This is an optimization exercise on Yosys and OpenROAD, whose aim is small area, a short achievable clock period and few clock cycles per item, not a production implementation. Only simulation tests tie the RTL to the original design; equivalence was not proved.

==> wip/zinc: inputs <==
## execute_mc
module execute_mc #(
  parameter int N      = 64,
  parameter int MUL_EN = 1
) (
  input  logic         clk,
  input  logic         reset,
  input  logic         valid_E,
  input  logic         flush_E,
  input  logic         AluSrc,
  input  logic [3:0]   AluControl,
  input  logic         MulOp,
  input  logic [N-1:0] PC_E,
  input  logic [N-1:0] signImm_E,
  input  logic [N-1:0] readData1_E,
  input  logic [N-1:0] readData2_E,
  output logic         stall_E,
  output logic [N-1:0] PCBranch_M,
  output logic [N-1:0] aluResult_M,
  output logic [N-1:0] writeData_M,
  output logic         zero_M,
  output logic         valid_M
);
export LEC_CHECK = 0
export ABC_AREA = 1
export CAP_MARGIN = 20
export CORE_MARGIN = 2
export CORE_UTILIZATION = 62
export SETUP_SLACK_MARGIN = 3.7
export SLEW_MARGIN = 20
export TNS_END_PERCENT = 5
create_clock -name core_clock -period 7.0 [get_ports {clk}]
standard.sh (not shown) runs the stock make flow with config.mk's settings and CLKGATE_MAP_FILE= SYNTH_SCRIPT=/design/flow/synth_recipe.tcl, a recipe that flattens the netlist after the stock synthesis.
==> flow/flow/run.sh <==
#!/bin/bash
set -euo pipefail
export BUFFER_PORTS_ARGS="-buffer_cell sky130_fd_sc_hd__buf_1"
R=orfs/results/sky130hd/execute_mc/base
bash standard.sh MATCH_CELL_FOOTPRINT=0 synth > synth.log 2>&1
cp $R/1_2_yosys.v $R/1_2_yosys.synth.v
python3 flow/polarity.py $R/1_2_yosys.synth.v $R/1_2_yosys.v > polarity.log 2>&1
rm -f $R/1_synth.odb
bash standard.sh MATCH_CELL_FOOTPRINT=0 finish > finish.log 2>&1
Other scripts of this flow, unchanged in this note and not shown: flow/flow/polarity.py
==> inputs of wip/fjord, as changes to wip/zinc <==
--- a/flow/config.mk
+++ b/flow/config.mk
@@ -9,5 +9,5 @@
 export CAP_MARGIN = 20
 export CORE_MARGIN = 2
-export CORE_UTILIZATION = 62
+export CORE_UTILIZATION = 70
 export SETUP_SLACK_MARGIN = 3.7
 export SLEW_MARGIN = 20
==> comparison table <==
Run status: wip/fjord stopped before the end; wip/zinc complete, no violations
Last stage reached: wip/fjord global routing; wip/zinc -
Gate Count Post-Synth: wip/fjord 5,095; wip/zinc 5,095
Width of the die: wip/fjord 240.9 um; wip/zinc 255.7 um
Number of placed instances with taps included: wip/fjord 6,019; wip/zinc 6,120
Average instance area after synthesis: wip/fjord 7.708 sq um; wip/zinc 7.708 sq um
Post-CTS Setup Inserts: wip/fjord 88; wip/zinc 53
Post-detail-place hpwl: wip/fjord 129.2 mm; wip/zinc 125.6 mm
Root Buffer Master: wip/fjord clkbuf_16; wip/zinc clkbuf_16
CTS hold repair buffers: wip/fjord 0; wip/zinc 0
Height of the die: wip/fjord 240.9 um; wip/zinc 255.7 um
Yosys synthesis warning count: wip/fjord 1; wip/zinc 1
Quantity of I/O buffers inserted on ports: wip/fjord 460; wip/zinc 460
Dpl ws: wip/fjord 2.113 ns; wip/zinc 2.053 ns
Clock buffers created by TritonCTS: wip/fjord 37; wip/zinc 38
Cell row count: wip/fjord 86; wip/zinc 92
CTS H-tree depth: wip/fjord 2; wip/zinc 2
Bufs on Longest Clock Path: wip/fjord 3; wip/zinc 3
RD Place Congestion: wip/fjord 1.110; wip/zinc 1.029
Post-cts gate resize count: wip/fjord 368; wip/zinc 247
Initial core utilization: wip/fjord 71.00%; wip/zinc 62.48%
Post-place instance area: wip/fjord 41,010 sq um; wip/zinc 41,140 sq um
Netlist area before placement: wip/fjord 39,270 sq um; wip/zinc 39,270 sq um
Number of nets produced by synthesis: wip/fjord 6,012; wip/zinc 6,012
Number of primary I/O pins: wip/fjord 461; wip/zinc 461
Testbench counts of wip/zinc, summed over its fixed seeds: cycles 38,096, instrs 24,000.
Testbench counts of wip/fjord, summed over its fixed seeds: cycles 38,096, instrs 24,000.

========
==> trial 62: inputs <==
execute_mc again, from the RTL that the note above started with.
clock: 7.0 ns
lec_check: 0
abc_area: 1
cap_margin: 20
core_margin: 2
core_utilization: 55
setup_slack_margin: 3.7
slew_margin: 20
tns_end_percent: 5
Scripts as last shown in full above: flow/flow/run.sh
Other scripts of this flow, unchanged in this note and not shown: flow/flow/polarity.py
==> inputs of trial 71, as changes to trial 62 <==
--- a/flow/config.mk
+++ b/flow/config.mk
@@ -9,5 +9,5 @@
 export CAP_MARGIN = 20
 export CORE_MARGIN = 2
-export CORE_UTILIZATION = 55
+export CORE_UTILIZATION = 66
 export SETUP_SLACK_MARGIN = 3.7
 export SLEW_MARGIN = 20
==> summary of the runs <==
Trial 62 went through all stages and came out clean. Trial 71 never finished: it broke off in 5_1_grt (GRT-0232). In area after synthesis, trial 62 and trial 71 do not differ. In synthesized cell count, trial 62 and trial 71 do not differ.
==> figures <==
| metric | trial 71 | trial 62 |
|---|---|---|
| Clock buffer count from CTS | 37 | 39 |
| Sum of net half-perimeters after detailed placement | 124900 um | 130600 um |
| Placed insts | 6042 | 6210 |
| Number of nets produced by synthesis | 6012 | 6012 |
| Post-synthesis instance area | 39270 sq um | 39270 sq um |
| DIE WIDTH | 247.9 um | 271.2 um |
| Final GP Congestion | 1.059 | 1.020 |
| Site row count | 89 | 97 |
| Post-synthesis average cell area | 7.708 sq um | 7.708 sq um |
| IO buf count | 460 | 460 |
| CTS Root Cell | sky130_fd_sc_hd__clkbuf_16 | sky130_fd_sc_hd__clkbuf_16 |
| Top-Level Pins | 461 | 461 |
| Starting Density | 0.6667 | 0.5579 |
| Cells after Synth | 5095 | 5095 |
| Post-placement worst setup slack | 2.111 ns | 2.136 ns |
| Run status | aborted with a tool error | complete, no violations |
| Failing step | 5_1_grt | - |
| Setup fix buffers added after clock tree synthesis | 49 | 97 |
| Post-CTS Resized | 286 | 423 |
| Die boundary height | 247.9 um | 271.2 um |
| Synth Warn # | 1 | 1 |
| Cell area reported after detailed placement | 41050 sq um | 41270 sq um |
Testbench counts of trial 62, summed over its fixed seeds: cycles 38,096, instrs 24,000.
Testbench counts of trial 71, summed over its fixed seeds: cycles 38,096, instrs 24,000.

## re-timing with driven ports
No port has a modelled driver above. Below, the same layouts with a new extraction and two added sets of constraints.
Step 1 assumes that a clkbuf_16 drives the clock port and a buf_2 every other input.
Step 2 adds t to the input delays and takes it off the output delays; t is the mean of the earliest and latest rising clock arrival at the registers after step 1. Input paths then give back, and output paths get back, about the clock's delay inside the block.
a / b / c = no drivers / after step 1 / after step 2; a / b = the first two.
run	t, ns	setup slack, ns	latest minus earliest clock arrival (ns)	slew at the worst register clock pin (ns)
wip/zinc	0.663	3.112 / 3.109 / 2.527	0.037 / 0.038	0.07 / 0.07
trial 62	0.667	3.116 / 3.043 / 2.682	0.046 / 0.046	0.07 / 0.07
After both steps every run listed still meets setup and hold. For wip/zinc, which loses most, drivers alone change the setup slack by -0.003 ns; drivers and shift together by -0.585 ns.
